Background: an optimization exercise with open tools, aiming at small area. Do not read the settings as production practice.
RTL that was checked went through simulation tests only; none was proved equivalent to the original.
Function not checked in run 1: the RTL went through the layout flow alone.

==> flow/design.v <==
package dct_pkg;
    typedef logic signed [15:0] coef_t;
    typedef logic signed [15:0] sample_t;
    localparam int PROD_SHIFT = 8;   
    function automatic coef_t dct_coef(input logic [2:0] k, input logic [2:0] j);
        case ({k, j})
            6'o00: dct_coef = 16'sd1448;
            6'o01: dct_coef = 16'sd2008;
            6'o02: dct_coef = 16'sd1892;
            6'o03: dct_coef = 16'sd1702;
            6'o04: dct_coef = 16'sd1448;
            6'o05: dct_coef = 16'sd1137;
            6'o06: dct_coef = 16'sd783;
            6'o07: dct_coef = 16'sd399;
            6'o10: dct_coef = 16'sd1448;
            6'o11: dct_coef = 16'sd1702;
            6'o12: dct_coef = 16'sd783;
            6'o13: dct_coef = -16'sd399;
            6'o14: dct_coef = -16'sd1448;
            6'o15: dct_coef = -16'sd2008;
            6'o16: dct_coef = -16'sd1892;
            6'o17: dct_coef = -16'sd1137;
            6'o20: dct_coef = 16'sd1448;
            6'o21: dct_coef = 16'sd1137;
            6'o22: dct_coef = -16'sd783;
            6'o23: dct_coef = -16'sd2008;
            6'o24: dct_coef = -16'sd1448;
            6'o25: dct_coef = 16'sd399;
            6'o26: dct_coef = 16'sd1892;
            6'o27: dct_coef = 16'sd1702;
            6'o30: dct_coef = 16'sd1448;
            6'o31: dct_coef = 16'sd399;
            6'o32: dct_coef = -16'sd1892;
            6'o33: dct_coef = -16'sd1137;
            6'o34: dct_coef = 16'sd1448;
            6'o35: dct_coef = 16'sd1702;
            6'o36: dct_coef = -16'sd783;
            6'o37: dct_coef = -16'sd2008;
            6'o40: dct_coef = 16'sd1448;
            6'o41: dct_coef = -16'sd399;
            6'o42: dct_coef = -16'sd1892;
            6'o43: dct_coef = 16'sd1137;
            6'o44: dct_coef = 16'sd1448;
            6'o45: dct_coef = -16'sd1702;
            6'o46: dct_coef = -16'sd783;
            6'o47: dct_coef = 16'sd2008;
            6'o50: dct_coef = 16'sd1448;
            6'o51: dct_coef = -16'sd1137;
            6'o52: dct_coef = -16'sd783;
            6'o53: dct_coef = 16'sd2008;
            6'o54: dct_coef = -16'sd1448;
            6'o55: dct_coef = -16'sd399;
            6'o56: dct_coef = 16'sd1892;
            6'o57: dct_coef = -16'sd1702;
            6'o60: dct_coef = 16'sd1448;
            6'o61: dct_coef = -16'sd1702;
            6'o62: dct_coef = 16'sd783;
            6'o63: dct_coef = 16'sd399;
            6'o64: dct_coef = -16'sd1448;
            6'o65: dct_coef = 16'sd2008;
            6'o66: dct_coef = -16'sd1892;
            6'o67: dct_coef = 16'sd1137;
            6'o70: dct_coef = 16'sd1448;
            6'o71: dct_coef = -16'sd2008;
            6'o72: dct_coef = 16'sd1892;
            6'o73: dct_coef = -16'sd1702;
            6'o74: dct_coef = 16'sd1448;
            6'o75: dct_coef = -16'sd1137;
            6'o76: dct_coef = 16'sd783;
            6'o77: dct_coef = -16'sd399;
            default: dct_coef = '0;
        endcase
    endfunction
    function automatic logic [3:0] csd_mag(input logic [2:0] k, input logic [2:0] j);
        case ({k, j})
            6'o00: csd_mag = 4'h4;
            6'o01: csd_mag = 4'h1;
            6'o02: csd_mag = 4'h2;
            6'o03: csd_mag = 4'h3;
            6'o04: csd_mag = 4'h4;
            6'o05: csd_mag = 4'h5;
            6'o06: csd_mag = 4'h6;
            6'o07: csd_mag = 4'h7;
            6'o10: csd_mag = 4'h4;
            6'o11: csd_mag = 4'h3;
            6'o12: csd_mag = 4'h6;
            6'o13: csd_mag = 4'hf;
            6'o14: csd_mag = 4'hc;
            6'o15: csd_mag = 4'h9;
            6'o16: csd_mag = 4'ha;
            6'o17: csd_mag = 4'hd;
            6'o20: csd_mag = 4'h4;
            6'o21: csd_mag = 4'h5;
            6'o22: csd_mag = 4'he;
            6'o23: csd_mag = 4'h9;
            6'o24: csd_mag = 4'hc;
            6'o25: csd_mag = 4'h7;
            6'o26: csd_mag = 4'h2;
            6'o27: csd_mag = 4'h3;
            6'o30: csd_mag = 4'h4;
            6'o31: csd_mag = 4'h7;
            6'o32: csd_mag = 4'ha;
            6'o33: csd_mag = 4'hd;
            6'o34: csd_mag = 4'h4;
            6'o35: csd_mag = 4'h3;
            6'o36: csd_mag = 4'he;
            6'o37: csd_mag = 4'h9;
            6'o40: csd_mag = 4'h4;
            6'o41: csd_mag = 4'hf;
            6'o42: csd_mag = 4'ha;
            6'o43: csd_mag = 4'h5;
            6'o44: csd_mag = 4'h4;
            6'o45: csd_mag = 4'hb;
            6'o46: csd_mag = 4'he;
            6'o47: csd_mag = 4'h1;
            6'o50: csd_mag = 4'h4;
            6'o51: csd_mag = 4'hd;
            6'o52: csd_mag = 4'he;
            6'o53: csd_mag = 4'h1;
            6'o54: csd_mag = 4'hc;
            6'o55: csd_mag = 4'hf;
            6'o56: csd_mag = 4'h2;
            6'o57: csd_mag = 4'hb;
            6'o60: csd_mag = 4'h4;
            6'o61: csd_mag = 4'hb;
            6'o62: csd_mag = 4'h6;
            6'o63: csd_mag = 4'h7;
            6'o64: csd_mag = 4'hc;
            6'o65: csd_mag = 4'h1;
            6'o66: csd_mag = 4'ha;
            6'o67: csd_mag = 4'h5;
            6'o70: csd_mag = 4'h4;
            6'o71: csd_mag = 4'h9;
            6'o72: csd_mag = 4'h2;
            6'o73: csd_mag = 4'hb;
            6'o74: csd_mag = 4'h4;
            6'o75: csd_mag = 4'hd;
            6'o76: csd_mag = 4'h6;
            6'o77: csd_mag = 4'hf;
            default: csd_mag = 4'h0;
        endcase
    endfunction
    function automatic logic [6:0] csd_step(input logic [2:0] m, input logic [2:0] t);
        case ({m, t})
            6'o10: csd_step = 7'h0b;
            6'o11: csd_step = 7'h55;
            6'o12: csd_step = 7'h73;
            6'o20: csd_step = 7'h0b;
            6'o21: csd_step = 7'h17;
            6'o22: csd_step = 7'h55;
            6'o23: csd_step = 7'h62;
            6'o30: csd_step = 7'h0b;
            6'o31: csd_step = 7'h19;
            6'o32: csd_step = 7'h07;
            6'o33: csd_step = 7'h05;
            6'o34: csd_step = 7'h43;
            6'o35: csd_step = 7'h71;
            6'o40: csd_step = 7'h0b;
            6'o41: csd_step = 7'h19;
            6'o42: csd_step = 7'h17;
            6'o43: csd_step = 7'h45;
            6'o44: csd_step = 7'h63;
            6'o50: csd_step = 7'h0a;
            6'o51: csd_step = 7'h07;
            6'o52: csd_step = 7'h54;
            6'o53: csd_step = 7'h60;
            6'o60: csd_step = 7'h0a;
            6'o61: csd_step = 7'h18;
            6'o62: csd_step = 7'h44;
            6'o63: csd_step = 7'h70;
            6'o70: csd_step = 7'h09;
            6'o71: csd_step = 7'h17;
            6'o72: csd_step = 7'h44;
            6'o73: csd_step = 7'h70;
            default: csd_step = 7'h00;
        endcase
    endfunction
endpackage
package sram_map_pkg;
    typedef logic [17:0] sram_addr_t;
    typedef logic [15:0] sram_data_t;
    localparam int BLOCK_DIM = 8;
    localparam int BLOCK_SIZE = 64;
    localparam int SRAM_READ_LATENCY = 2;    
    typedef logic [6:0] buf_addr_t;   
    function automatic sram_addr_t pixel_addr(input logic [31:0] width,
                                              input sram_addr_t prow,
                                              input sram_addr_t pcol);
        sram_addr_t addr;
        addr = pcol;
        for (int b = 0; b < 18; b++) begin
            if (width[b])
                addr = addr + (prow << b);
        end
        pixel_addr = addr;
    endfunction
endpackage
`timescale 1ns/1ps
module idct_stage1_top #(
    parameter int BLOCK_COLS = 40,
    parameter int BLOCK_ROWS = 30,
    parameter int RESULT_BASE = 76800
) (
    input  logic       CLOCK,
    input  logic       Resetn,
    input  logic       start,
    input  sram_map_pkg::sram_data_t sram_read_data,
    output sram_map_pkg::sram_addr_t sram_address,
    output sram_map_pkg::sram_data_t sram_write_data,
    output logic       sram_we_n,
    output logic       busy,
    output logic       done
);
    localparam int NSEG = BLOCK_COLS * BLOCK_ROWS * sram_map_pkg::BLOCK_DIM;   
    localparam int RES_SEG = RESULT_BASE / sram_map_pkg::BLOCK_DIM;
    logic        run;        
    logic [13:0] seg;        
    logic [2:0]  j;          
    logic [2:0]  k;          
    logic [2:0]  t;          
    logic        tail;       
    logic [29:0] acc;        
    logic [6:0]  step;
    logic [3:0]  mag;
    logic [3:0]  e;
    logic        neg, last, adv;
    logic        first, wcyc, lastout, start_go;
    logic [2:0]  ka;
    assign mag  = dct_pkg::csd_mag(k, j);
    assign step = dct_pkg::csd_step(mag[2:0], t);
    assign e    = step[3:0];
    assign neg  = step[4] ^ mag[3];
    assign last = step[5];
    assign adv  = step[6] & !tail;
    assign first   = !tail && k == 3'd0 && t == 3'd0;
    assign wcyc    = tail && t == 3'd0;
    assign lastout = seg == 14'(NSEG - 1) && j == 3'd7;
    assign done      = run && wcyc && lastout;
    assign busy      = run && !(wcyc && lastout);
    assign sram_we_n = !(run && wcyc);
    assign start_go  = start && !busy;
    assign ka = k + 3'(adv);
    assign sram_address = wcyc ? {15'(seg) + 15'(RES_SEG), j} : {1'b0, seg, ka};
    logic        ovf;
    assign ovf = !(&acc[29:23] || !(|acc[29:23]));
    assign sram_write_data = ovf ? {acc[29], {15{!acc[29]}}} : acc[23:8];
    logic [15:0] sx;
    logic [29:0] addend;
    logic [29:0] acc_in;
    logic [29:0] sum;
    assign sx     = sram_read_data ^ {16{neg}};
    assign addend = ({{14{sx[15]}}, sx} << e) | ({30{neg}} & ~({30{1'b1}} << e));
    assign acc_in = first ? 30'd0 : acc;
    logic [30:0] cy;
    assign cy[0] = neg;
    for (genvar i = 0; i < 30; i++) begin : g_add
        assign sum[i]  = acc_in[i] ^ addend[i] ^ cy[i];
        assign cy[i+1] = (acc_in[i] & addend[i]) | (cy[i] & (acc_in[i] ^ addend[i]));
    end
    always_ff @(posedge CLOCK) begin
        acc <= {sum[29:8], sum[7:0] & {8{!last}}};
    end
    always_ff @(posedge CLOCK or negedge Resetn) begin
        if (!Resetn) begin
            run <= 1'b0;
        end else if (start_go) begin
            run <= 1'b1;
        end else if (wcyc && lastout) begin
            run <= 1'b0;
        end
    end
    always_ff @(posedge CLOCK) begin
        if (start_go) begin
            seg  <= '0;
            j    <= '0;
            k    <= '0;
            t    <= 3'd1;
            tail <= 1'b1;
        end else if (!tail) begin
            if (last) begin
                t <= '0;
                k <= k + 3'd1;
                if (k == 3'd7)
                    tail <= 1'b1;
            end else begin
                t <= t + 3'd1;
            end
        end else begin
            if (t == 3'd2) begin
                t <= '0;
                tail <= 1'b0;
            end else begin
                t <= t + 3'd1;
            end
            if (t == 3'd0) begin
                j <= j + 3'd1;
                if (j == 3'd7)
                    seg <= seg + 14'd1;
            end
        end
    end
endmodule
==> flow/run.sh <==
#!/bin/bash
# synth_recipe.tcl (not shown) runs the flow's synth.tcl, then flattens the netlist and writes it again
# the make line also repeats each setting of config.mk as NAME=value (left out here)
make -C /OpenROAD-flow-scripts/flow DESIGN_CONFIG=/design/flow/config.mk WORK_HOME=/design/flow/orfs CLKGATE_MAP_FILE= SYNTH_SCRIPT=/design/flow/synth_recipe.tcl finish
==> flow/config.mk <==
export PLATFORM = sky130hd
export DESIGN_NAME = idct_stage1_top
export DESIGN_NICKNAME = idct_stage1_top
export VERILOG_FILES = /design/flow/design.v
export SDC_FILE = /design/flow/constraint.sdc
export NUM_CORES = 4
export LEC_CHECK = 0
export CAP_MARGIN = 20
export CORE_MARGIN = 2
export CORE_UTILIZATION = 40
export SLEW_MARGIN = 20
==> flow/constraint.sdc <==
create_clock -name core_clock -period 12.0 [get_ports {CLOCK}]
set_input_delay 2.4000 -clock core_clock [delete_from_list [all_inputs] [get_ports {CLOCK}]]
set_output_delay 2.4000 -clock core_clock [all_outputs]
set_load 0.01 [all_outputs]
==> results of run 1 <==
## cell usage in the layout (no fill, tap or decap), drive strengths merged, types with 21 or more instances in the layout
master,count
clkdlybuf4s50,52
mux2i,69
buf,52
xnor2,34
xor2,21
a21oi,32
nand2,73
o21ai,31
inv,37
ha,21
nor2,46
fa,29
dfxtp,54
## flip-flops by register name, summed over array words and instances (netlist names)
register / flops
acc: 30
j: 3
k: 3
run: 1
seg: 14
t: 3
tail: 1
## timing repair
action,in CTS,in global routing
gates cloned,0,1
setup buffers,4,12
setup endpoints to repair,2,4
pin swaps,7,15
resized for setup,18,34
## worst max path at each step
| stage | startpoint | end | slack (ns) | depth (start not counted) |
|---|---|---|---|---|
| after global routing | j[0]$_SDFFE_PP0P_ | acc[29]$_DFF_P_ | -0.08 | 48 |
| after floorplan | j[0]$_SDFFE_PP0P_ | acc[29]$_DFF_P_ | 0.06 | 49 |
| after CTS | sram_read_data[1] | acc[29]$_DFF_P_ | 0.02 | 40 |
| final | sram_read_data[0] | acc[29]$_DFF_P_ | 0.37 | 40 |
| after detailed placement | sram_read_data[0] | acc[29]$_DFF_P_ | -0.46 | 40 |
| after global placement | sram_read_data[0] | acc[29]$_DFF_P_ | -0.28 | 40 |
## tightest hold or removal path, stage by stage (launching register included)
cell and delay (ns):
dfxtp_1 0.36, nand2_1 0.07, a21oi_1 0.05
## per-layer routing
| metal | up-vias | global-route usage, % | routed length [µm] |
|---|---|---|---|
| met3 | 15 | 4.12 | 709 |
| met5 | - | 0 | 0 |
| met1 | 2158 | 26.0 | 6270 |
| met4 | 0 | 4.85 | 166 |
| li1 | 2276 | - | - |
| met2 | 110 | 31.3 | 6360 |
## metrics by stage
stage / setup slack, ns / hold WS, ns / setup TNS (ns) / std cells
after floorplan: 0.0616 / 0.487 / 0 / 639
after global placement: -0.282 / 0.523 / -0.405 / 848
after global routing: -0.0849 / 0.574 / -0.0849 / 873
final: 0.371 / 0.538 / 0 / 873
after CTS: 0.0208 / 0.540 / 0 / 860
after detailed placement: -0.461 / 0.529 / -0.888 / 848
## kinds of logic after synthesis
logic type,synth area share (%)
compound gates,13.0
flops,20.7
xor+xnor,9.04
simple gates,18.2
buf+inv,7.79
fa+ha+maj,15.8
mux,15.4
## layout make-up
cell class | count | area (µm²)
Fill cell | 1307 | 6570
Multi-Input combinational cell | 490 | 3980
Sequential cell | 55 | 1110
Timing Repair Buffer | 107 | 973
Tap cell | 176 | 220
Inverter | 37 | 140
Clock buffer | 5 | 125
Clock inverter | 3 | 18.8
==> run notes, run 1 <==
Final Slew Violations=0; Crit path largest cell delay=0.39 ns; Fmax=0.0860 GHz; Synth Register Bits=55; share of layout cells above drive strength 1=16.4%; RR Endpoint=acc[29]$_DFF_P_; Synth cell types=67; post-route ant nets=0; clk slew on worst S/H paths=0.07 ns; final wirelength=13500 µm; Crit path buffers/inverters=5; die height=119 µm; Residual DRC=0; outcome=complete, no violations; hold path cells=2; area grow syn2layout=23.3%; worst hold path startpoint=seg[1]$_SDFFE_PP0P_; Worst setup EP type=register; worst r2r src=j[0]$_SDFFE_PP0P_; fin util=50.0%; Post-synth ARST share=1.82%; chip width=119 µm; GRT Util Overall=19.2%; Final Skew=0.0102 ns; clock tree sinks=55; most area-consuming cells after synthesis=dfxtp_1, mux2i_1, fa_1, xnor2_1, nand2_1; dpl cell area=6120 µm²; Slowest cell on crit path=fa_1; Die ar.=14300 µm²; Finished Cell Area=6570 µm²; synth warn=1; reg2reg path depth=47; grt ovf=0; H-tree lvl count=2; Top FF cell, synth=dfxtp_1; core region area=13100 µm²; routability congestion estimate=0.907; largest net degree at the start of global routing=35; worst hold endpoint=seg[1]$_SDFFE_PP0P_; Reg2Reg Setup Slack=0.44 ns; Tcrit/Tclk final=96.9%; final setup fails=0; I/O pin cnt=56; Via density=5.22; average size of a mapped cell=8.34 µm²; Root Driver=clkbuf_16; crit start category=primary input; WS Path Type=primary input to register; most frequent cell after synthesis=nand2_1; # nets final=765; # diodes=0; Worst-Margin Slew=0.838 ns; DR iter-0 viols=242; row count=42; number of flops mapped to enable cells by yosys=0; DRT Pass-1 Iters=5; fraction of the yosys area taken by sequential cells=20.7%; clock buffer depth=2; most frequent cells after synthesis=nand2_1, mux2i_1, dfxtp_1; TritonCTS buffer count=5; Crit Path Max Fanout=3; final number of hold-violating endpoints=0; WL/cell=15.5 µm; IO Port Bufs=55; Worst Path Required=12.23 ns; vias=4559; Slew HR=44.1%; Detail Placement HPWL=10200 µm; CTS Hold Bufs=0; vias in the first global route=4626; worst path arrival time=11.86 ns; Starting Density=40.6%; crit-path most repeated cell=fa_2; CTS tree=done; Post-Synthesis Cells=639; Mapped Nets=708; Tmin final=11.63 ns; initial antenna violation count=0; min-delay worst type=register to register; CP top delay family=adder cells; post-synth top area share=20.3%; area leader, netlist=dfxtp_1; max_cap viols=0; Post-Syn Area=5330 µm²; clock latency (worst-skew pair)=0.30 ns; first-pass GRT wire length=22500 µm
==> inputs of run 2 (changes only) <==
--- a/flow/design.v
+++ b/flow/design.v
@@ -221,4 +221,5 @@
     logic        tail;       
     logic [29:0] acc;        
+    logic        cr;         
     logic [6:0]  step;
     logic [3:0]  mag;
@@ -234,5 +235,5 @@
     assign adv  = step[6] & !tail;
     assign first   = !tail && k == 3'd0 && t == 3'd0;
-    assign wcyc    = tail && t == 3'd0;
+    assign wcyc    = tail && t == 3'd1;
     assign lastout = seg == 14'(NSEG - 1) && j == 3'd7;
     assign done      = run && wcyc && lastout;
@@ -245,19 +246,26 @@
     assign ovf = !(&acc[29:23] || !(|acc[29:23]));
     assign sram_write_data = ovf ? {acc[29], {15{!acc[29]}}} : acc[23:8];
+    logic        nt;
     logic [15:0] sx;
     logic [29:0] addend;
     logic [29:0] acc_in;
     logic [29:0] sum;
-    assign sx     = sram_read_data ^ {16{neg}};
-    assign addend = ({{14{sx[15]}}, sx} << e) | ({30{neg}} & ~({30{1'b1}} << e));
+    assign nt     = neg && !tail;
+    assign sx     = (sram_read_data & {16{!tail}}) ^ {16{nt}};
+    assign addend = ({{14{sx[15]}}, sx} << e) | ({30{nt}} & ~({30{1'b1}} << e));
     assign acc_in = first ? 30'd0 : acc;
     logic [30:0] cy;
-    assign cy[0] = neg;
+    logic [29:0] hs;
+    assign cy[0]  = nt;
+    assign cy[15] = cr && !first;
     for (genvar i = 0; i < 30; i++) begin : g_add
-        assign sum[i]  = acc_in[i] ^ addend[i] ^ cy[i];
-        assign cy[i+1] = (acc_in[i] & addend[i]) | (cy[i] & (acc_in[i] ^ addend[i]));
+        assign hs[i]  = acc_in[i] ^ addend[i];
+        assign sum[i] = hs[i] ^ cy[i];
+        if (i != 14)
+            assign cy[i+1] = (acc_in[i] & addend[i]) | (cy[i] & hs[i]);
     end
     always_ff @(posedge CLOCK) begin
         acc <= {sum[29:8], sum[7:0] & {8{!last}}};
+        cr  <= (acc_in[14] & addend[14]) | (cy[14] & hs[14]);
     end
     always_ff @(posedge CLOCK or negedge Resetn) begin
@@ -275,5 +283,5 @@
             j    <= '0;
             k    <= '0;
-            t    <= 3'd1;
+            t    <= 3'd2;
             tail <= 1'b1;
         end else if (!tail) begin
@@ -287,5 +295,5 @@
             end
         end else begin
-            if (t == 3'd2) begin
+            if (t == 3'd3) begin
                 t <= '0;
                 tail <= 1'b0;
@@ -293,5 +301,5 @@
                 t <= t + 3'd1;
             end
-            if (t == 3'd0) begin
+            if (t == 3'd1) begin
                 j <= j + 3'd1;
                 if (j == 3'd7)
==> run notes, run 2 <==
Synth cell types=83; initial antenna violation count=0; worst hold endpoint=run$_DFFE_PN0P_; clock buffer depth=2; CTS Hold Bufs=0; final setup fails=0; first-pass GRT wire length=26900 µm; Post-Syn Area=5820 µm²; row count=44; area grow syn2layout=11.9%; post-synth top area share=18.9%; Reg2Reg Setup Slack=1.48 ns; Root Driver=clkbuf_16; # diodes=0; Worst Path Required=12.23 ns; final number of hold-violating endpoints=0; I/O pin cnt=56; reg2reg path depth=28; IO Port Bufs=55; synth warn=1; min-delay worst type=register to register; WS Path Type=register to register; GRT Util Overall=20.7%; Worst setup EP type=register; Crit path largest cell delay=1.01 ns; worst hold path startpoint=run$_DFFE_PN0P_; max reg flops=30; Slowest cell on crit path=dfxtp_1; # resized after CTS=0; H-tree lvl count=2; biggest regs=acc x30, seg x14; post-place setup slack=1.69 ns; core region area=14400 µm²; post-route ant nets=0; Top reg by flops=acc; share of layout cells above drive strength 1=5.95%; most frequent cells in the layout=nand2_1, nor2_1, dfxtp_1, clkdlybuf4s50_1, nand3_1; die height=125 µm; Detail Placement HPWL=12200 µm; area leader, netlist=dfxtp_1; Final WS setup=1.48 ns; Mapped Nets=817; # nets final=826; largest net degree at the start of global routing=33; Residual DRC=0; Crit path buffers/inverters=2; Via density=5.73; vias in the first global route=5149; outcome=complete, no violations; vias=5389; hold path cells=2; Post-synth ARST share=1.79%; Post-Synthesis Cells=746; Worst-Margin Slew=1.03 ns; most area-consuming cells after synthesis=dfxtp_1, fa_1, nand2_1, ha_1, nand3_1; Tcrit/Tclk final=87.6%; crit-path most repeated cell=fa_1; Tmin final=10.52 ns; most frequent cell after synthesis=nand2_1; RSZ-0062 raised after global routing=false; routability congestion estimate=0.978; RR Endpoint=acc[29]$_DFF_P_; number of flops mapped to enable cells by yosys=0; Crit Path Max Fanout=29; clock latency (worst-skew pair)=0.31 ns; TritonCTS buffer count=5; most frequent cells after synthesis=nand2_1, nor2_1, dfxtp_1; clk slew on worst S/H paths=0.08 ns; Final Slew Violations=0; DR iter-0 viols=406; Finished Cell Area=6500 µm²; dpl cell area=6350 µm²; CP top delay family=adder cells; Die ar.=15500 µm²; fraction of the yosys area taken by sequential cells=19.4%; WL/cell=17.0 µm; worst r2r src=j[0]$_SDFFE_PP0P_; Final Skew=0.0137 ns; # Post-CTS Setup Buffers=0; average size of a mapped cell=7.80 µm²; Slew HR=30.9%; crit start category=register; clock tree sinks=56; CTS tree=done; Synth Register Bits=56; Fmax=0.0951 GHz; DRT Pass-1 Iters=5; final hold slack=0.555 ns; commonest non-fill, non-tap cell in the layout=nand2_1; grt ovf=0; chip width=125 µm; worst path arrival time=10.74 ns; Starting Density=40.5%; Top FF cell, synth=dfxtp_1; final wirelength=16000 µm; max_cap viols=0; setup TNS=0 ns
[run 2: per-stage QoR]
| stage | std cells | util, % |
|---|---|---|
| after global routing | 940 | 45.3 |
| final | 940 | 45.3 |
| after floorplan | 746 | - |
| after CTS | 940 | 45.2 |
| after global placement | 932 | 44.2 |
| after detailed placement | 932 | 44.2 |
[run 2: layout make-up]
class                           instances  area [µm²]
Fill cell                            1468        7860
Tap cell                              184         230
Inverter                               32         120
Sequential cell                        56        1130
Clock inverter                          3        28.8
Multi-Input combinational cell        597        4260
Timing Repair Buffer                   63         611
Clock buffer                            5         125
[run 2: kinds of logic (layout without fill, tap and decap cells)]
family / count (synthesis) / after routing / share of synthesized area [%]
flip-flops: 56 / 56 / 19.4
adder cells (fa/ha/maj): 52 / 52 / 14.9
AO/OA/AOI/OAI: 161 / 161 / 19.1
AND/OR/NAND/NOR: 311 / 311 / 26.5
buffers and inverters: 93 / 103 / 7.53
multiplexers: 33 / 33 / 6.39
XOR/XNOR: 40 / 40 / 6.15
[run 2: routing by layer]
| metal | part of all wire, % | global-route usage, % | wire length, µm |
|---|---|---|---|
| met5 | 0 | 0 | 0 |
| met4 | 1.9 | 6.01 | 298 |
| met3 | 4.6 | 2.66 | 736 |
| met2 | 47 | 32.8 | 7500 |
| met1 | 47 | 29.7 | 7470 |
[run 2: how the worst max path moves through the flow]
stage	startpoint	end	slack, ns	cells after the start
final	j[0]$_SDFFE_PP0P_	acc[29]$_DFF_P_	1.48	28
after global routing	j[0]$_SDFFE_PP0P_	acc[29]$_DFF_P_	0.81	28
after CTS	j[0]$_SDFFE_PP0P_	acc[29]$_DFF_P_	1.67	28
after detailed placement	j[0]$_SDFFE_PP0P_	acc[29]$_DFF_P_	1.69	28
after global placement	j[0]$_SDFFE_PP0P_	acc[29]$_DFF_P_	1.88	28
after floorplan	j[0]$_SDFFE_PP0P_	acc[29]$_DFF_P_	3.45	33
[run 2: worst reg2reg max path: cells and delay by family (launching register included)]
family	cells	cell delay, ns
fa+ha+maj	15	5.21
buf+inv	2	0.53
mux	2	0.50
compound gates	6	2.78
simple gates	1	0.07
flops	1	1.01
xor+xnor	2	0.34
==> inputs of run 3 (changes only) <==
==> flow/flow/run.sh (new file) <==
#!/bin/bash
# Layout flow: the standard flow (standard.sh), with one change: Yosys's
# technology mapping step runs ABC with flow/abc_map.script (area-oriented
# mapping, no delay-driven buffering or upsizing) instead of ORFS's
# abc_speed.script. Everything else, including the synthesis script
# synth_recipe.tcl, the registers it makes, floorplan, power grid, placement,
# CTS and routing, is the standard flow's.
set -euo pipefail
cd "$(dirname "$0")/.."
W=$PWD
rm -rf "$W/scripts_mod"
cp -r "$FLOW_HOME/scripts" "$W/scripts_mod"
cp "$W/flow/abc_map.script" "$W/scripts_mod/abc_speed.script"
# standard.sh with ORFS's scripts folder pointed at the copy
sed "s|^make -C |make SCRIPTS_DIR=$W/scripts_mod -C |" standard.sh > standard_mod.sh
grep -q "SCRIPTS_DIR=" standard_mod.sh
bash standard_mod.sh finish > "$W/flow_make.log" 2>&1
test -s "$W/out/final.def"
==> flow/flow/abc_map.script (new file) <==
strash
dc2
&get -n
&dch -f
&nf -R 1000 -p
&put
==> flow/standard.sh (new file) <==
#!/bin/bash
# synth_recipe.tcl (not shown) runs the flow's synth.tcl, then flattens the netlist and writes it again
# the make line also repeats each setting of config.mk as NAME=value (left out here)
make -C /OpenROAD-flow-scripts/flow DESIGN_CONFIG=/design/flow/config.mk WORK_HOME=/design/flow/orfs CLKGATE_MAP_FILE= SYNTH_SCRIPT=/design/flow/synth_recipe.tcl "${@:-finish}"
--- a/flow/config.mk
+++ b/flow/config.mk
@@ -6,6 +6,7 @@
 export NUM_CORES = 4
 export LEC_CHECK = 0
-export CAP_MARGIN = 20
+export CAP_MARGIN = 5
 export CORE_MARGIN = 2
 export CORE_UTILIZATION = 40
-export SLEW_MARGIN = 20
+export CTS_BUF_LIST = sky130_fd_sc_hd__clkbuf_8
+export SLEW_MARGIN = 5
removed: flow/run.sh
==> run notes, run 3 <==
Fmax=0.0956 GHz; first-pass GRT wire length=20200 µm; post-route ant nets=0; max reg flops=30; core region area=11500 µm²; min-delay worst type=register to register; final number of hold-violating endpoints=0; number of flops mapped to enable cells by yosys=0; synth warn=1; largest net degree at the start of global routing=32; Worst Path Required=12.21 ns; Tcrit/Tclk final=87.2%; Synth Register Bits=56; # resized after CTS=0; worst hold path startpoint=seg[1]$_SDFFE_PP0P_; Die ar.=12600 µm²; Slew HR=25.2%; vias in the first global route=4163; clock latency (worst-skew pair)=0.32 ns; Mapped Nets=656; Detail Placement HPWL=9190 µm; post-synth top area share=23.4%; gr busiest metal=met2; clock tree sinks=56; met3 Use GR=2.43%; most frequent cells after synthesis=a21oi_1, nand2_1, dfxtp_1; final wirelength=11700 µm; area of the multi-input gates=3410 µm²; area grow syn2layout=18.2%; CTS tree=done; TritonCTS buffer count=5; commonest non-fill, non-tap cell in the layout=nand2_1; most frequent cells in the layout=nand2_1, a21oi_1, dfxtp_1, clkdlybuf4s50_1, o21ai_0; RR Endpoint=acc[29]$_DFF_P_; reg2reg path depth=33; # diodes=0; share of layout cells above drive strength 1=3.25%; Worst-Margin Slew=1.12 ns; Crit path buffers/inverters=4; dpl cell area=5450 µm²; RSZ-0062 raised after global routing=false; Slowest cell on crit path=dfxtp_1; Crit path largest cell delay=0.68 ns; clock buffer depth=2; final hold slack=0.507 ns; Final Skew=0.00801 ns; grt ovf=0; Post-Syn Area=4700 µm²; vias=4342; I/O pin cnt=56; DR iter-0 viols=258; clk slew on worst S/H paths=0.10 ns; worst path arrival time=10.67 ns; H-tree lvl count=2; CP top delay family=adder cells; outcome=complete, no violations; DRT Pass-1 Iters=5; most area-consuming cells after synthesis=dfxtp_1, fa_1, mux2i_1, a21oi_1, ha_1; Finished Cell Area=5560 µm²; Residual DRC=0; max_cap viols=0; Tmin final=10.46 ns; hold path cells=2; Crit Path Max Fanout=23; # nets final=717; CTS Hold Bufs=0; crit-path most repeated cell=fa_1; biggest regs=acc x30, seg x14; die height=112 µm; Starting Density=41.0%; chip width=112 µm; # Post-CTS Setup Buffers=0; fraction of the yosys area taken by sequential cells=23.9%; FILL cells=1103; GR Layer Usage met1=28.1%; area leader, netlist=dfxtp_1; register area=1130 µm²; WL/cell=14.8 µm; most frequent cell after synthesis=a21oi_1; Final Slew Violations=0; M2 GR Usage=30.8%; crit start category=register; Reg2Reg Setup Slack=1.54 ns; initial antenna violation count=0; WS Path Type=register to register; GRT Util Overall=19.3%; setup TNS=0 ns; average size of a mapped cell=8.04 µm²; Top FF cell, synth=dfxtp_1; row count=39; Top reg by flops=acc; worst r2r src=j[0]$_SDFFE_PP0P_; IO Port Bufs=55; Via density=5.50; worst hold endpoint=seg[1]$_SDFFE_PP0P_; Post-Synthesis Cells=585; fin util=48.5%; Synth cell types=50; routability congestion estimate=0.908; final setup fails=0; Root Driver=clkbuf_8; Post-synth ARST share=1.79%; Worst setup EP type=register
[run 3: cell types whose count changed after synthesis, moves of 9 or more]
cell / before / now
a21oi_1: 24 / 77
and2_0: 1 / 29
and2_1: 28 / 0
buf_2: 14 / 0
clkbuf_1: 29 / 0
clkinv_1: 1 / 36
inv_1: 31 / 0
mux2i_1: 23 / 42
nand2_1: 88 / 76
nand3_1: 49 / 12
nor2_1: 62 / 39
o21ai_0: 44 / 53
xnor2_1: 27 / 7
[run 3: layout make-up]
type                       count  share of cell area, %
clock inverter                 3                  0.765
clock buffer                   5                   1.24
tap                          143                   3.22
timing repair buffer          62                   10.8
multi-input combinational    485                   61.3
inverter                      36                   2.43
sequential                    56                   20.3
[run 3: stage by stage]
stage / std cells / worst slack (ns)
finish: 790 / 1.54
detailed placement: 782 / 1.66
CTS: 790 / 1.59
floorplan: 585 / 1.59
global route: 790 / 0.721
global placement: 782 / 2.03
[run 3: worst max path at each step]
stage	start	end	slack [ns]	cells after the start
floorplan	j[0]$_SDFFE_PP0P_	acc[29]$_DFF_P_	1.59	32
global placement	j[0]$_SDFFE_PP0P_	acc[29]$_DFF_P_	2.03	33
detailed placement	j[0]$_SDFFE_PP0P_	acc[29]$_DFF_P_	1.66	33
CTS	j[0]$_SDFFE_PP0P_	acc[29]$_DFF_P_	1.59	33
global route	j[0]$_SDFFE_PP0P_	acc[29]$_DFF_P_	0.72	33
finish	j[0]$_SDFFE_PP0P_	acc[29]$_DFF_P_	1.54	33
[run 3: metal layers]
metal	up-vias	routed length, µm
met1	2059	5680
met3	10	511
met4	0	185
met5	-	0
met2	97	5330
li1	2176	-
[run 3: kinds of logic after synthesis]
group | after synthesis | synth area share (%)
xor gates and xnor gates | 11 | 2.05
muxes | 48 | 10.9
and+or+nand+nor | 206 | 20.7
buffers and inverters | 44 | 4.07
adders and majority gates | 52 | 18.5
AOI/OAI and AO/OA | 168 | 20.0
DFF | 56 | 23.9
[run 3: worst min-delay path: stages (launching register included)]
cell	delay [ns]
dfxtp_1	0.35
nand2_1	0.07
a21oi_1	0.05
==> inputs of run 4 (changes only) <==
--- a/flow/config.mk
+++ b/flow/config.mk
@@ -6,7 +6,6 @@
 export NUM_CORES = 4
 export LEC_CHECK = 0
-export CAP_MARGIN = 5
+export CAP_MARGIN = 20
 export CORE_MARGIN = 2
 export CORE_UTILIZATION = 40
-export CTS_BUF_LIST = sky130_fd_sc_hd__clkbuf_8
-export SLEW_MARGIN = 5
+export SLEW_MARGIN = 20
==> run notes, run 4 <==
average size of a mapped cell=8.04 µm²; largest net degree at the start of global routing=32; WS Path Type=register to register; area leader, netlist=dfxtp_1; clock latency (worst-skew pair)=0.30 ns; crit-path most repeated cell=fa_1; crit start category=register; final number of hold-violating endpoints=0; I/O pin cnt=56; Post-Synthesis Cells=585; max_cap viols=0; Tmin final=10.50 ns; grt ovf=0; Finished Layout Cells=790; # diodes=0; Final Skew=0.00768 ns; hold path cells=2; # nets final=717; biggest regs=acc x30, seg x14; # resized after CTS=0; Tcrit/Tclk final=87.5%; Top FF cell, synth=dfxtp_1; Detail Placement HPWL=9190 µm; max reg flops=30; first-pass GRT wire length=20300 µm; Top reg by flops=acc; clock buffer depth=2; vias=4338; chip width=112 µm; worst hold endpoint=seg[1]$_SDFFE_PP0P_; dpl cell area=5450 µm²; Slew HR=47.7%; worst path arrival time=10.69 ns; DR iter-0 viols=267; fraction of the yosys area taken by sequential cells=23.9%; Crit path largest cell delay=0.70 ns; Root Driver=clkbuf_16; Slowest cell on crit path=dfxtp_1; Synth Register Bits=56; number of flops mapped to enable cells by yosys=0; Crit Path Max Fanout=23; most frequent cells after synthesis=a21oi_1, nand2_1, dfxtp_1; dpl cells=782; RR Endpoint=acc[29]$_DFF_P_; row count=39; initial antenna violation count=0; Post-synth ARST share=1.79%; commonest non-fill, non-tap cell in the layout=nand2_1; TritonCTS buffer count=5; DRT Pass-1 Iters=5; synth warn=1; Starting Density=41.0%; clock tree sinks=56; share of layout cells above drive strength 1=3.25%; routability congestion estimate=0.908; IO Port Bufs=55; CTS Hold Bufs=0; Post-Syn Area=4700 µm²; core region area=11500 µm²; Worst-Margin Slew=0.763 ns; most frequent cells in the layout=nand2_1, a21oi_1, dfxtp_1, clkdlybuf4s50_1, o21ai_0; most area-consuming cells after synthesis=dfxtp_1, fa_1, mux2i_1, a21oi_1, ha_1; worst hold path startpoint=seg[1]$_SDFFE_PP0P_; Final Slew Violations=0; WL/cell=15.1 µm; Fmax=0.0952 GHz; setup TNS=0 ns; Die ar.=12600 µm²; post-synth top area share=23.4%; worst r2r src=j[0]$_SDFFE_PP0P_; reg2reg path depth=33; outcome=complete, no violations; vias in the first global route=4191; area grow syn2layout=19.4%; final wirelength=11900 µm; final setup fails=0; post-route ant nets=0; CTS tree=done; # Post-CTS Setup Buffers=0; GRT Util Overall=19.3%; Worst setup EP type=register; Finished Cell Area=5620 µm²; most frequent cell after synthesis=a21oi_1; H-tree lvl count=2; Synth cell types=50; Via density=5.49; min-delay worst type=register to register; die height=112 µm; Mapped Nets=656; clk slew on worst S/H paths=0.07 ns; Worst Path Required=12.18 ns; Reg2Reg Setup Slack=1.50 ns; RSZ-0062 raised after global routing=false; Residual DRC=0
[run 4: changes by cell type in the layout (fill, tap and decap cells not counted)]
cell | before | now
clkbuf_8 | 5 | 0
o21ai_0 | 52 | 51
clkbuf_16 | 0 | 5
and2_0 | 29 | 28
o21ai_1 | 1 | 2
and2_1 | 0 | 1
[run 4: worst max-delay path by stage]
stage	cells after the start	slack, ns	end	start
global route	33	0.71	acc[29]$_DFF_P_	j[0]$_SDFFE_PP0P_
CTS	33	1.58	acc[29]$_DFF_P_	j[0]$_SDFFE_PP0P_
finish	33	1.50	acc[29]$_DFF_P_	j[0]$_SDFFE_PP0P_
global placement	33	2.03	acc[29]$_DFF_P_	j[0]$_SDFFE_PP0P_
detailed placement	33	1.66	acc[29]$_DFF_P_	j[0]$_SDFFE_PP0P_
floorplan	32	1.59	acc[29]$_DFF_P_	j[0]$_SDFFE_PP0P_
[run 4: critical path: cells and delay by family (launching register included)]
| kind | cells | cell delay [ns] |
|---|---|---|
| adders and majority gates | 15 | 5.20 |
| DFF | 1 | 0.70 |
| buffers and inverters | 4 | 1.26 |
| muxes | 5 | 1.69 |
| AOI/OAI and AO/OA | 7 | 1.23 |
| xor gates and xnor gates | 2 | 0.31 |
[run 4: area by class of cell]
type / instances / area [µm²]
Clock buffer: 5 / 125
Clock inverter: 3 / 42.5
Fill cell: 1090 / 5850
Inverter: 36 / 135
Multi-Input combinational cell: 485 / 3410
Sequential cell: 56 / 1130
Tap cell: 143 / 179
Timing Repair Buffer: 62 / 603
[run 4: cell families (layout without fill, tap and decap cells)]
logic type	Yosys count	count (layout)	share of synthesized area (%)
mux	48	48	10.9
xor+xnor	11	11	2.05
buf+inv	44	106	4.07
fa+ha+maj	52	52	18.5
simple gates	206	206	20.7
compound gates	168	168	20.0
flops	56	56	23.9
[run 4: routing by layer]
| metal | routed length, µm | global-route usage [%] | up-vias | part of all wire, % |
|---|---|---|---|---|
| li1 | - | - | 2177 | - |
| met5 | 0 | 0 | - | 0 |
| met2 | 5450 | 30.8 | 83 | 46 |
| met1 | 5860 | 28.1 | 2068 | 49 |
| met4 | 184 | 4.80 | 0 | 1.5 |
| met3 | 421 | 2.27 | 10 | 3.5 |
[run 4: through the flow]
step / hold WS, ns / worst slack (ns) / util, %
after floorplan: 0.462 / 1.59 / -
after global placement: 0.484 / 2.03 / 47.5
after detailed placement: 0.500 / 1.66 / 47.5
after CTS: 0.519 / 1.58 / 49.0
after global routing: 0.529 / 0.707 / 49.0
final: 0.503 / 1.50 / 49.0
==> inputs of run 5 (changes only) <==
==> flow/flow/run.sh (replaced) <==
#!/bin/bash
# Layout flow: the standard flow (standard.sh), with two changes:
# - Yosys's technology mapping step runs ABC with flow/abc_map.script
#   (area-oriented mapping, no delay-driven buffering or upsizing) instead of
#   ORFS's abc_speed.script;
# - every input and output port still gets its own buffer, but a
#   sky130_fd_sc_hd__buf_1 (buffer_ports -buffer_cell).
# Everything else, including the synthesis script synth_recipe.tcl, the
# registers it makes, floorplan, power grid, placement, CTS and routing, is the
# standard flow's.
set -euo pipefail
cd "$(dirname "$0")/.."
W=$PWD
rm -rf "$W/scripts_mod"
cp -r "$FLOW_HOME/scripts" "$W/scripts_mod"
cp "$W/flow/abc_map.script" "$W/scripts_mod/abc_speed.script"
# standard.sh with ORFS's scripts folder pointed at the copy
sed "s|^make -C |make SCRIPTS_DIR=$W/scripts_mod BUFFER_PORTS_ARGS='-buffer_cell sky130_fd_sc_hd__buf_1' -C |" standard.sh > standard_mod.sh
grep -q "SCRIPTS_DIR=" standard_mod.sh
bash standard_mod.sh finish > "$W/flow_make.log" 2>&1
test -s "$W/out/final.def"
--- a/flow/config.mk
+++ b/flow/config.mk
@@ -6,6 +6,7 @@
 export NUM_CORES = 4
 export LEC_CHECK = 0
-export CAP_MARGIN = 20
+export CAP_MARGIN = 5
 export CORE_MARGIN = 2
 export CORE_UTILIZATION = 40
-export SLEW_MARGIN = 20
+export CTS_BUF_LIST = sky130_fd_sc_hd__clkbuf_8
+export SLEW_MARGIN = 5
==> run notes, run 5 <==
WS Path Type=register to register; Crit. Startpoint=j[0]$_SDFFE_PP0P_; # Post-CTS Setup Buffers=0; worst path arrival time=10.57 ns; Die ar.=12600 µm²; setup TNS=0 ns; post-place setup slack=1.68 ns; commonest non-fill, non-tap cell in the layout=nand2_1; final number of hold-violating endpoints=0; largest net degree at the start of global routing=32; Worst-Margin Slew=1.17 ns; most frequent cell after synthesis=a21oi_1; Mapped Nets=656; final hold slack=0.507 ns; dpl cells=783; vias in the first global route=4182; Synth cell types=50; Post-Synthesis Cells=585; IO Port Bufs=55; worst r2r src=j[0]$_SDFFE_PP0P_; routability congestion estimate=0.967; Slowest cell on crit path=dfxtp_1; # diodes=0; most frequent cells in the layout=nand2_1, a21oi_1, dfxtp_1, buf_1, o21ai_0; Finished Cell Area=5220 µm²; biggest regs=acc x30, seg x14; Crit Path Max Fanout=23; crit path to=acc[29]$_DFF_P_; H-tree lvl count=2; Tmin final=10.36 ns; core region area=11500 µm²; fraction of the yosys area taken by sequential cells=23.9%; post-synth top area share=23.4%; FILL cells=1120; max reg flops=30; I/O pin cnt=56; # resized after CTS=0; Top reg by flops=acc; final setup fails=0; # nets final=718; vias=4464; DRT Pass-1 Iters=5; synth warn=1; Tcrit/Tclk final=86.3%; min-delay worst type=register to register; TritonCTS buffer count=5; first-pass GRT wire length=20100 µm; row count=39; register area=1130 µm²; number of flops mapped to enable cells by yosys=0; Final Skew=0.00751 ns; Reg2Reg Setup Slack=1.64 ns; Post-Syn Area=4700 µm²; GRT Util Overall=19.2%; Crit path largest cell delay=0.68 ns; Top FF cell, synth=dfxtp_1; Post-synth ARST share=1.79%; area leader, netlist=dfxtp_1; clock latency (worst-skew pair)=0.32 ns; area of the multi-input gates=3410 µm²; most area-consuming cells after synthesis=dfxtp_1, fa_1, mux2i_1, a21oi_1, ha_1; Final Slew Violations=0; Starting Density=41.0%; Residual DRC=0; share of layout cells above drive strength 1=3.40%; max_cap viols=0; dpl cell area=5110 µm²; RR Endpoint=acc[29]$_DFF_P_; CTS Hold Bufs=0; crit start category=register; final wirelength=11900 µm; die height=112 µm; reg2reg path depth=33; area grow syn2layout=11.1%; clock buffer depth=2; chip width=112 µm; outcome=complete, no violations; clock tree sinks=56; Worst setup EP type=register; Via density=5.64; DR iter-0 viols=230; fin util=45.6%; clk slew on worst S/H paths=0.11 ns; hold path cells=2; Root Driver=clkbuf_8; grt ovf=0; CTS tree=done; Slew HR=21.6%; RSZ-0062 raised after global routing=false; WL/cell=15.0 µm; Fmax=0.0966 GHz; post-route ant nets=0; Synth Register Bits=56; Worst Path Required=12.22 ns; initial antenna violation count=0; most frequent cells after synthesis=a21oi_1, nand2_1, dfxtp_1; Final WS setup=1.64 ns; average size of a mapped cell=8.04 µm²; Finished Layout Cells=791; crit-path most repeated cell=fa_1; Detail Placement HPWL=9030 µm
==> run 5: cell count changes in the layout (fill, tap and decap cells not counted) <==
cell and change:
clkbuf_16 -5, clkdlybuf4s50_1 -55, and2_1 -1, clkbuf_8 +5, buf_4 +1, o21ai_1 -1, and2_0 +1, buf_1 +55
o21ai_0 +1
==> run 5: critical path: cells and delay by family, from the launching register on <==
family	cells	cell delay (ns)
flip-flops	1	0.68
multiplexers	5	1.67
buffers and inverters	4	1.23
adder cells (fa/ha/maj)	15	5.15
AO/OA/AOI/OAI	7	1.21
XOR/XNOR	2	0.30
==> run 5: kinds of logic (layout without fill, tap and decap cells) <==
| family | count (synthesis) | count (layout) | synth area share (%) |
|---|---|---|---|
| adders and majority gates | 52 | 52 | 18.5 |
| xor gates and xnor gates | 11 | 11 | 2.05 |
| and+or+nand+nor | 206 | 206 | 20.7 |
| AOI/OAI and AO/OA | 168 | 168 | 20.0 |
| muxes | 48 | 48 | 10.9 |
| buffers and inverters | 44 | 107 | 4.07 |
| DFF | 56 | 56 | 23.9 |
==> run 5: area by class of cell <==
cell class | count | area share [%]
inverter | 36 | 2.59
clock buffer | 5 | 1.32
timing repair buffer | 63 | 5.10
sequential | 56 | 21.6
tap | 143 | 3.43
multi-input combinational | 485 | 65.2
clock inverter | 3 | 0.814
==> run 5: how the worst min path moves through the flow <==
| stage | start | end | slack, ns |
|---|---|---|---|
| 2_1_floorplan | seg[1]$_SDFFE_PP0P_ | seg[1]$_SDFFE_PP0P_ | 0.46 |
| 3_3_place_gp | seg[1]$_SDFFE_PP0P_ | seg[1]$_SDFFE_PP0P_ | 0.48 |
| 3_5_place_dp | seg[1]$_SDFFE_PP0P_ | seg[1]$_SDFFE_PP0P_ | 0.50 |
| 4_1_cts | seg[1]$_SDFFE_PP0P_ | seg[1]$_SDFFE_PP0P_ | 0.51 |
| 5_1_grt | seg[13]$_SDFFE_PP0P_ | seg[13]$_SDFFE_PP0P_ | 0.55 |
| 6_report | seg[1]$_SDFFE_PP0P_ | seg[1]$_SDFFE_PP0P_ | 0.51 |
==> run 5: metal layers <==
| layer | vias up | share of wire (%) | GRT usage [%] | routed length, µm |
|---|---|---|---|---|
| met5 | - | 0 | 0 | 0 |
| met4 | 0 | 2.3 | 6.34 | 272 |
| met3 | 23 | 4.4 | 2.70 | 526 |
| met2 | 126 | 46 | 30.7 | 5410 |
| met1 | 2141 | 48 | 27.0 | 5660 |
| li1 | 2174 | - | - | - |
==> inputs of run 6 (changes only) <==
--- a/flow/design.v
+++ b/flow/design.v
@@ -226,5 +226,5 @@
     logic [3:0]  e;
     logic        neg, last, adv;
-    logic        first, wcyc, lastout, start_go;
+    logic        clr, wcyc, lastout, start_go;
     logic [2:0]  ka;
     assign mag  = dct_pkg::csd_mag(k, j);
@@ -234,5 +234,5 @@
     assign last = step[5];
     assign adv  = step[6] & !tail;
-    assign first   = !tail && k == 3'd0 && t == 3'd0;
+    assign clr     = tail && t == 3'd3;    
     assign wcyc    = tail && t == 3'd1;
     assign lastout = seg == 14'(NSEG - 1) && j == 3'd7;
@@ -254,9 +254,9 @@
     assign sx     = (sram_read_data & {16{!tail}}) ^ {16{nt}};
     assign addend = ({{14{sx[15]}}, sx} << e) | ({30{nt}} & ~({30{1'b1}} << e));
-    assign acc_in = first ? 30'd0 : acc;
+    assign acc_in = acc;
     logic [30:0] cy;
     logic [29:0] hs;
     assign cy[0]  = nt;
-    assign cy[15] = cr && !first;
+    assign cy[15] = cr;
     for (genvar i = 0; i < 30; i++) begin : g_add
         assign hs[i]  = acc_in[i] ^ addend[i];
@@ -266,6 +266,6 @@
     end
     always_ff @(posedge CLOCK) begin
-        acc <= {sum[29:8], sum[7:0] & {8{!last}}};
-        cr  <= (acc_in[14] & addend[14]) | (cy[14] & hs[14]);
+        acc <= {sum[29:8] & {22{!clr}}, sum[7:0] & {8{!(last || clr)}}};
+        cr  <= ((acc_in[14] & addend[14]) | (cy[14] & hs[14])) && !clr;
     end
     always_ff @(posedge CLOCK or negedge Resetn) begin
==> run notes, run 6 <==
IO Port Bufs=55; area grow syn2layout=10.7%; hold path cells=2; Die ar.=12400 µm²; clock tree sinks=56; Worst Path Required=12.26 ns; GRT Util Overall=18.0%; Root Driver=clkbuf_8; most frequent cells after synthesis=nand2_1, o21ai_0, a21oi_1; Post-Syn Area=4630 µm²; Crit Path Max Fanout=35; I/O pin cnt=56; number of flops mapped to enable cells by yosys=0; RSZ-0062 raised after global routing=false; # resized after CTS=0; vias=4247; routability congestion estimate=0.928; reg2reg path depth=37; final wirelength=11100 µm; row count=39; largest net degree at the start of global routing=36; CTS Hold Bufs=0; # diodes=0; Tcrit/Tclk final=85.9%; max_cap viols=0; Residual DRC=0; most frequent cells in the layout=nand2_1, o21ai_0, a21oi_1; share of layout cells above drive strength 1=2.87%; Post-Synthesis Cells=564; Post-synth ARST share=1.79%; first-pass GRT wire length=18800 µm; commonest non-fill, non-tap cell in the layout=nand2_1; H-tree lvl count=2; Finished Cell Area=5120 µm²; initial antenna violation count=0; die height=112 µm; max reg flops=30; most area-consuming cells after synthesis=dfxtp_1, fa_1, mux2i_1, o21ai_0, a21oi_1; Starting Density=40.7%; Synth cell types=44; area of the multi-input gates=3380 µm²; Tmin final=10.31 ns; Final Skew=0.00941 ns; synth warn=1; clk slew on worst S/H paths=0.11 ns; biggest regs=acc x30, seg x14; # nets final=696; TritonCTS buffer count=5; Detail Placement HPWL=8470 µm; fraction of the yosys area taken by sequential cells=24.3%; crit start category=register; Slowest cell on crit path=dfxtp_1; grt ovf=0; Synth Register Bits=56; area leader, netlist=dfxtp_1; core region area=11400 µm²; DRT Pass-1 Iters=5; final setup fails=0; Worst setup EP type=register; clock buffer depth=2; Fmax=0.0970 GHz; WL/cell=14.4 µm; setup TNS=0 ns; CTS tree=done; vias in the first global route=3854; register area=1130 µm²; Top FF cell, synth=dfxtp_1; Final Slew Violations=0; FILL cells=1136; post-route ant nets=0; Slew HR=23.9%; post-synth top area share=23.8%; worst path arrival time=10.57 ns; crit-path most repeated cell=fa_1; Via density=5.52; DR iter-0 viols=200; fin util=45.1%; outcome=complete, no violations; final number of hold-violating endpoints=0; dpl cell area=5030 µm²; clock latency (worst-skew pair)=0.32 ns; chip width=112 µm; Crit path largest cell delay=0.68 ns; min-delay worst type=register to register; average size of a mapped cell=8.20 µm²; WS Path Type=register to register; Worst-Margin Slew=1.13 ns; Top reg by flops=acc; # Post-CTS Setup Buffers=0; Mapped Nets=634
[run 6: path summary, 6_finish.rpt]
path | startpoint | endpoint | slack (ns)
worst max-delay path | j[0]$_SDFFE_PP0P_ | acc[29]$_DFF_P_ | 1.69
max in group asynchronous | Resetn | run$_DFFE_PN0P_ | 10.07
min in group asynchronous | Resetn | run$_DFFE_PN0P_ | 1.83
worst min register to register | seg[1]$_SDFFE_PP0P_ | seg[1]$_SDFFE_PP0P_ | 0.51
worst max register to register | j[0]$_SDFFE_PP0P_ | acc[29]$_DFF_P_ | 1.69
worst min-delay path | seg[1]$_SDFFE_PP0P_ | seg[1]$_SDFFE_PP0P_ | 0.51
[run 6: metrics by stage]
step	setup WS, ns	hold WS (ns)	cells
after floorplan	0.800	0.462	564
after global placement	2.11	0.476	762
after detailed placement	1.77	0.497	762
after CTS	1.71	0.516	770
after global routing	0.880	0.534	770
final	1.69	0.512	770
[run 6: layout make-up]
cell class / count / share of cell area [%]
Clock buffer: 6 / 1.61
Clock inverter: 2 / 0.220
Inverter: 20 / 1.47
Multi-Input combinational cell: 480 / 66.0
Sequential cell: 56 / 22.0
Tap cell: 143 / 3.49
Timing Repair Buffer: 63 / 5.20
[run 6: critical path: cells and delay by family, from the launching register on]
family / cells / cell delay [ns]
fa+ha+maj: 15 / 5.52
simple gates: 2 / 0.22
compound gates: 9 / 1.47
xor+xnor: 1 / 0.13
flops: 1 / 0.68
mux: 5 / 0.99
buf+inv: 5 / 1.20
[run 6: logic make-up (layout without fill, tap and decap cells)]
kind of cell | Yosys count | count (layout) | synth area share [%]
muxes | 52 | 52 | 11.3
buffers and inverters | 28 | 91 | 2.84
adders and majority gates | 51 | 51 | 18.5
DFF | 56 | 56 | 24.3
AOI/OAI and AO/OA | 154 | 154 | 18.5
and+or+nand+nor | 211 | 211 | 22.2
xor gates and xnor gates | 12 | 12 | 2.27
[run 6: routing by layer]
metal	vias to the layer above	global-route usage, %	wire [µm]
met1	1988	26.0	5330
met2	107	28.9	5230
li1	2136	-	-
met4	0	4.53	164
met3	16	2.29	400
met5	-	0	0
==> inputs of run 7 (changes only) <==
==> flow/flow/run.sh (replaced) <==
#!/bin/bash
# Layout flow: the standard flow (standard.sh), with three changes:
# - Yosys's technology mapping step runs ABC with flow/abc_map.script
#   (area-oriented mapping, no delay-driven buffering or upsizing) instead of
#   ORFS's abc_speed.script;
# - every input and output port still gets its own buffer, but a
#   sky130_fd_sc_hd__buf_1 (buffer_ports -buffer_cell);
# - clock tree synthesis with larger sink clusters and no dummy loads.
# Everything else, including the synthesis script synth_recipe.tcl, the
# registers it makes, floorplan, power grid, placement, CTS and routing, is the
# standard flow's.
set -euo pipefail
cd "$(dirname "$0")/.."
W=$PWD
rm -rf "$W/scripts_mod"
cp -r "$FLOW_HOME/scripts" "$W/scripts_mod"
cp "$W/flow/abc_map.script" "$W/scripts_mod/abc_speed.script"
# standard.sh with ORFS's scripts folder pointed at the copy
CTS="-sink_clustering_enable -repair_clock_nets -buf_list sky130_fd_sc_hd__clkbuf_8 -sink_clustering_size 30 -sink_clustering_max_diameter 150 -dont_use_dummy_load"
sed "s|^make -C |make SCRIPTS_DIR=$W/scripts_mod BUFFER_PORTS_ARGS='-buffer_cell sky130_fd_sc_hd__buf_1' CTS_ARGS='$CTS' -C |" standard.sh > standard_mod.sh
grep -q "SCRIPTS_DIR=" standard_mod.sh
bash standard_mod.sh finish > "$W/flow_make.log" 2>&1
test -s "$W/out/final.def"
==> run notes, run 7 <==
worst hold path startpoint=seg[1]$_SDFFE_PP0P_; # Post-CTS Setup Buffers=0; # diodes=0; vias=4217; area grow syn2layout=10.2%; outcome=complete, no violations; final hold slack=0.511 ns; Finished Cell Area=5100 µm²; Slowest cell on crit path=dfxtp_1; Crit Path Max Fanout=35; Root Driver=clkbuf_8; grt ovf=0; Top FF cell, synth=dfxtp_1; area share of fa/ha/maj cells after synthesis=18.5%; Crit path largest cell delay=0.69 ns; most frequent cells in the layout=nand2_1, o21ai_0, a21oi_1; DR iter-0 viols=173; final wirelength=11100 µm; Reg2Reg Setup Slack=1.67 ns; I/O pin cnt=56; H-tree lvl count=2; worst r2r src=j[0]$_SDFFE_PP0P_; Worst Path Required=12.25 ns; GRT Util Overall=18.0%; Met2 Wirelength=5200 µm; max reg flops=30; Detail Placement HPWL=8470 µm; Worst-Margin Slew=1.13 ns; RSZ-0062 raised after global routing=false; CTS Hold Bufs=0; # resized after CTS=0; biggest regs=acc x30, seg x14; post-synth top area share=23.8%; Tmin final=10.33 ns; number of flops mapped to enable cells by yosys=0; Finished Layout Cells=767; clock buffer depth=2; CP top delay family=adder cells; chip width=112 µm; Synth Register Bits=56; core region area=11400 µm²; clock tree sinks=56; Top reg by flops=acc; Starting Density=40.7%; WL/cell=14.5 µm; CTS tree=done; Simple-Gate Fraction of Synth Area=22.2%; Crit path buffers/inverters=5; Post-Synthesis Cells=564; Fmax=0.0968 GHz; clock latency (worst-skew pair)=0.32 ns; WS Path Type=register to register; row count=39; Post-synth ARST share=1.79%; routability congestion estimate=0.928; Mapped Nets=634; DRT Pass-1 Iters=5; post-route ant nets=0; first-pass GRT wire length=18800 µm; most frequent cells after synthesis=nand2_1, o21ai_0, a21oi_1; final setup fails=0; crit start category=register; Crit. Startpoint=j[0]$_SDFFE_PP0P_; # nets final=696; Die ar.=12400 µm²; Synth Area in Compound Gates=18.5%; average size of a mapped cell=8.20 µm²; Final WS setup=1.67 ns; share of layout cells above drive strength 1=2.56%; IO Port Bufs=55; post-place setup slack=1.77 ns; Final Skew=0.0177 ns; most area-consuming cells after synthesis=dfxtp_1, fa_1, mux2i_1, o21ai_0, a21oi_1; Met1 Wirelength=5330 µm; Post-Syn Area=4630 µm²; Synth cell types=44; FILL cells=1141; Top Metal Used=met4; die height=112 µm; main combinational cell family by area after synthesis=simple AND/OR/NAND/NOR gates; Worst setup EP type=register; commonest non-fill, non-tap cell in the layout=nand2_1; Residual DRC=0; mux cell area share after synthesis=11.3%; crit-path most repeated cell=fa_1; max_cap viols=0; worst path arrival time=10.58 ns; largest net degree at the start of global routing=36; synth warn=1; area leader, netlist=dfxtp_1; final number of hold-violating endpoints=0; min-delay worst type=register to register; dpl cells=762; Slew HR=24.1%; met3 WL=414 µm; fraction of the yosys area taken by sequential cells=24.3%; Tcrit/Tclk final=86.1%; Final Slew Violations=0; TritonCTS buffer count=5; xor/xnor cell area share of the yosys netlist=2.27%; dpl cell area=5030 µm²; initial antenna violation count=0; clk slew on worst S/H paths=0.10 ns; setup TNS=0 ns; vias in the first global route=3847; Via density=5.50
[run 7: kinds of logic (layout without fill, tap and decap cells)]
family / after synthesis / after routing
flip-flops: 56 / 56
adder cells (fa/ha/maj): 51 / 51
AND/OR/NAND/NOR: 211 / 211
XOR/XNOR: 12 / 12
multiplexers: 52 / 52
buffers and inverters: 28 / 88
AO/OA/AOI/OAI: 154 / 154
[run 7: path summary, 6_finish.rpt]
path | endpoint | cells after the start
min in group asynchronous | run$_DFFE_PN0P_ | 1
max in group asynchronous | run$_DFFE_PN0P_ | 1
max | acc[29]$_DFF_P_ | 37
min | seg[1]$_SDFFE_PP0P_ | 2
max reg2reg | acc[29]$_DFF_P_ | 37
min reg2reg | seg[1]$_SDFFE_PP0P_ | 2
[run 7: tightest hold or removal path, delay by kind of cell (launching register included)]
kind | cells | cell delay, ns
AOI/OAI and AO/OA | 1 | 0.05
DFF | 1 | 0.35
and+or+nand+nor | 1 | 0.07
[run 7: layout make-up]
class	count	area (µm²)	share of cell area (%)
multi-input cells	480	3380	66.4
flip-flops and latches	56	1130	22.1
repair buffers	63	267	5.23
well taps	143	179	3.51
inverters	20	75.1	1.47
clock buffers	5	68.8	1.35
[run 7: per-stage QoR]
step	utilization [%]
finish	44.8
global route	44.8
CTS	44.8
detailed placement	44.2
global placement	44.2
floorplan	-
[run 7: per-layer routing]
| metal | vias to the layer above | global-route usage [%] |
|---|---|---|
| li1 | 2132 | - |
| met5 | - | 0 |
| met4 | 0 | 4.53 |
| met3 | 10 | 2.29 |
| met1 | 1976 | 25.9 |
| met2 | 99 | 28.9 |

## separate check: timing with driven ports
Ports are ideal in the flow. The routed layouts listed here were re-timed in OpenROAD. Step 1: set_driving_cell puts a clkbuf_16 on CLOCK and a buf_2 on each other input, an assumption about the parent block. Step 2 also shifts input and output timing later by t, the mid clock arrival at the registers, as if the neighbouring blocks saw the same clock. Three values: ideal ports, drivers, drivers and shift; two values: the first two.
run | t, ns | setup WS [ns] | worst slew at a driven data input, ns | pins driven straight from the clock port
run 1 | 0.331 | 0.371 / 0.385 / 0.054 | 0.05 | 1
run 2 | 0.341 | 1.483 / 1.483 / 1.483 | 0.03 | 1
run 3 | 0.348 | 1.539 / 1.539 / 1.539 | 0.05 | 1
run 4 | 0.332 | 1.496 / 1.496 / 1.496 | 0.05 | 1
run 5 | 0.350 | 1.643 / 1.643 / 1.643 | 0.06 | 1
run 6 | 0.350 | 1.693 / 1.693 / 1.693 | 0.03 | 1
run 7 | 0.340 | 1.673 / 1.673 / 1.673 | 0.03 | 1
After both steps every run listed still meets setup and hold. The setup slack of run 1, which loses most, moves by +0.014 ns with the drivers and by -0.317 ns with both steps.
